Background: an optimization exercise with open tools, aiming at small area, a short achievable clock period and few clock cycles per item. Do not read the settings as production practice.
RTL that was checked went through simulation tests only; none was proved equivalent to the original.
Power is estimated from default activity; no workload was simulated.

// multicycle_processor
module multicycle_processor #(
    parameter int                DATA_W   = 32,
    parameter int                NUM_REGS = 16,
    parameter int                ADDR_W   = 32,
    parameter logic [ADDR_W-1:0] RESET_PC = '0
) (
    input  logic                   clk,
    input  logic                   reset,
    output logic                   imem_req,
    output logic [ADDR_W-1:0]      imem_addr,
    input  logic                   imem_ack,
    input  logic [31:0]            imem_rdata,
    output logic                   dmem_req,
    output logic                   dmem_we,
    output logic [ADDR_W-1:0]      dmem_addr,
    output logic [DATA_W-1:0]      dmem_wdata,
    input  logic                   dmem_ack,
    input  logic [DATA_W-1:0]      dmem_rdata,
    output logic                   retire,
    output logic                   halted
);
make LEC_CHECK=0 ABC_AREA=1 ABC_CLOCK_PERIOD_IN_PS=3500 CAP_MARGIN=20 CORE_MARGIN=2 CORE_UTILIZATION=35 SETUP_SLACK_MARGIN=5 SLEW_MARGIN=20 finish   # period 9.0 ns
run.sh (not shown) runs the stock make flow with config.mk's settings and CLKGATE_MAP_FILE= SYNTH_SCRIPT=/design/flow/synth_recipe.tcl, a recipe that flattens the netlist after the stock synthesis.
Testbench counts at the start, summed over its fixed seeds: cycles 77,176, instructions 72,675.
Edit:
==> flow/flow/run.sh (new file) <==
#!/bin/bash
# The standard layout (standard.sh, all steps, the standard synthesis
# unchanged), except that the ports are buffered with the smallest buffer
# instead of the one buffer_ports picks by itself; timing repair resizes them
# where a path needs it.
set -euo pipefail
bash standard.sh "BUFFER_PORTS_ARGS=-buffer_cell sky130_fd_sc_hd__buf_1" finish > standard_flow.log 2>&1
==> flow/standard.sh (new file) <==
#!/bin/bash
# synth_recipe.tcl (not shown) runs the flow's synth.tcl, then flattens the netlist and writes it again
# the make line also repeats each setting of config.mk as NAME=value (left out here)
make -C /OpenROAD-flow-scripts/flow DESIGN_CONFIG=/design/flow/config.mk WORK_HOME=/design/flow/orfs CLKGATE_MAP_FILE= SYNTH_SCRIPT=/design/flow/synth_recipe.tcl "${@:-finish}"
Settings changed: ABC_AREA 1 to unset.
removed: flow/run.sh
Effect: Die area shrinks by 2.6%; worst setup slack is better by 55 ps; total power rises by 21%; first-iteration DRC count fell by 1.7%.
Edit:
==> flow/run.sh (new file) <==
#!/bin/bash
# synth_recipe.tcl (not shown) runs the flow's synth.tcl, then flattens the netlist and writes it again
# the make line also repeats each setting of config.mk as NAME=value (left out here)
make -C /OpenROAD-flow-scripts/flow DESIGN_CONFIG=/design/flow/config.mk WORK_HOME=/design/flow/orfs CLKGATE_MAP_FILE= SYNTH_SCRIPT=/design/flow/synth_recipe.tcl finish
removed: flow/flow/run.sh
removed: flow/standard.sh
Effect: The changed run finished with timing, DRC and antenna clean; non-clock buffer count grows by 23; final area grows by 3.3%; routed wire length grows by 1.2%; utilization grows by 1.3 points; global-route usage grows by 0.24 points; via count grows by 0.64%; die area is unchanged; total power grows by 2.6%; count of clock-buffer cells in the layout shrinks by 6.
Edit:
==> flow/flow/run.sh (new file) <==
#!/bin/bash
# The standard layout (standard.sh, all steps, the standard synthesis
# unchanged), except: the ports are buffered with the smallest buffer instead
# of the one buffer_ports picks by itself (timing repair resizes them where a
# path needs it), and timing repair aims at a setup slack of 5.5 ns.
set -euo pipefail
bash standard.sh "BUFFER_PORTS_ARGS=-buffer_cell sky130_fd_sc_hd__buf_1" SETUP_SLACK_MARGIN=5.5 finish > standard_flow.log 2>&1
==> flow/standard.sh (new file) <==
#!/bin/bash
# synth_recipe.tcl (not shown) runs the flow's synth.tcl, then flattens the netlist and writes it again
# the make line also repeats each setting of config.mk as NAME=value (left out here)
make -C /OpenROAD-flow-scripts/flow DESIGN_CONFIG=/design/flow/config.mk WORK_HOME=/design/flow/orfs CLKGATE_MAP_FILE= SYNTH_SCRIPT=/design/flow/synth_recipe.tcl "${@:-finish}"
Settings changed: SETUP_SLACK_MARGIN 5 to unset.
removed: flow/run.sh
After rerunning: Cell area goes up by 2.4%. Global-route usage goes up by 0.29 points. Routed wire length goes up by 1.4%. Via count goes up by 2.0%. Maximum frequency goes up by 2.7%. Hold slack degrades by 13 ps. Final cell count goes up by 1.4%. Clock power goes up by about 4%.
Edit:
==> flow/run.sh (new file) <==
#!/bin/bash
# synth_recipe.tcl (not shown) runs the flow's synth.tcl, then flattens the netlist and writes it again
# the make line also repeats each setting of config.mk as NAME=value (left out here)
make -C /OpenROAD-flow-scripts/flow DESIGN_CONFIG=/design/flow/config.mk WORK_HOME=/design/flow/orfs CLKGATE_MAP_FILE= SYNTH_SCRIPT=/design/flow/synth_recipe.tcl finish
Settings changed: CTS_CLUSTER_DIAMETER set to 60, CTS_CLUSTER_SIZE set to 24, SETUP_SLACK_MARGIN set to 5.
removed: flow/flow/run.sh
removed: flow/standard.sh
After rerunning: The changed run finished with timing, DRC and antenna clean. Clock skew rose by 9.9 ps. Total power fell by about 9%. Worst hold slack improves by 21 ps. Fmax fell by about 3.7%. Final area fell by about 2.7%. Via count fell by 2.6%. First-iteration DRC count fell by about 4.5%.

birch:
Another version of the RTL of multicycle_processor (not shown whole).
Size in the first run: about 3700 cells after synthesis, roughly 710 flip-flops, ~40000 µm² of cells after synthesis.
make LEC_CHECK=0 ABC_CLOCK_PERIOD_IN_PS=3500 CAP_MARGIN=20 CORE_MARGIN=2 CORE_UTILIZATION=35 CTS_BUF_LIST='sky130_fd_sc_hd__clkbuf_4 sky130_fd_sc_hd__clkbuf_8' SETUP_SLACK_MARGIN=5 SLEW_MARGIN=20 finish   # period 9.0 ns
Stock flow here: none of the scripts above is used.
The inputs of oak differ from those of birch as listed below.
# birch
export LEC_CHECK = 0
export ABC_CLOCK_PERIOD_IN_PS = 3500
export CAP_MARGIN = 20
export CORE_MARGIN = 2
export CORE_UTILIZATION = 35
export CTS_BUF_LIST = sky130_fd_sc_hd__clkbuf_4 sky130_fd_sc_hd__clkbuf_8
export SETUP_SLACK_MARGIN = 5
export SLEW_MARGIN = 20
create_clock -name core_clock -period 9.0 [get_ports {clk}]
# oak
export LEC_CHECK = 0
export ABC_CLOCK_PERIOD_IN_PS = 3500
export CAP_MARGIN = 20
export CORE_MARGIN = 2
export CORE_UTILIZATION = 35
export SETUP_SLACK_MARGIN = 5
export SLEW_MARGIN = 20
create_clock -name core_clock -period 9.0 [get_ports {clk}]
## What came out
Min via density per instance across birch and oak: birch
Diff birch -> oak: number of buffers added by the clock tree synthesis step -39, fraction of met2 tracks used by global routing increased by 0.82 points relative to the old numbers, total design power shows an increase of 3.2%, distinct cell type count of the synthesized netlist stayed essentially flat, clock-pin slew of the registers on the worst-case setup and hold paths saw little to no change.
Per the comparison of oak with birch, share of power burned in combinational logic was more or less identical, met1 wire length was more or less identical.
No run of this note included a check of the RTL's function; only the layout flow was run.

## port drivers added, routing unchanged
The results above use ideal ports. As a check the final layouts listed here were re-extracted and re-timed, cells and wires unchanged.
Step 1: set_driving_cell puts a clkbuf_16 on clk and a buf_2 on each other input, an assumption about the parent block.
Step 2 moves the port delays by t, midway between the first and last clock arrival at a register: inputs arrive t later, outputs are due t later. That takes back most of the time a late clock gives input paths.
Three values: ideal, step 1, step 2; two values: the first two.
run | t, ns | slack for setup (ns) | hold slack, ns | worst register clock-pin slew, ns | cell pins on the clock port's net
the first run of note 1 | 0.726 | 4.964 / 4.964 / 4.357 | 0.460 / 0.460 / 0.460 | 0.07 / 0.07 | 1
the second run of note 1 | 0.720 | 5.019 / 5.019 / 4.474 | 0.457 / 0.457 / 0.457 | 0.07 / 0.07 | 1
the third run of note 1 | 0.713 | 4.951 / 4.951 / 4.408 | 0.464 / 0.464 / 0.464 | 0.07 / 0.07 | 1
the fourth run of note 1 | 0.742 | 5.056 / 5.056 / 4.562 | 0.452 / 0.452 / 0.452 | 0.07 / 0.07 | 1
the fifth run of note 1 | 0.740 | 4.905 / 4.905 / 4.461 | 0.472 / 0.472 / 0.472 | 0.09 / 0.09 | 1
birch | 0.873 | 3.750 / 3.750 / 2.962 | 0.499 / 0.499 / 0.499 | 0.07 / 0.07 | 1
oak | 0.740 | 3.741 / 3.741 / 3.094 | 0.490 / 0.490 / 0.490 | 0.07 / 0.07 | 1
After both steps setup and hold are still met in every run listed. The setup slack of birch, which loses most, moves by 0.000 ns with the drivers and by -0.788 ns with both steps.
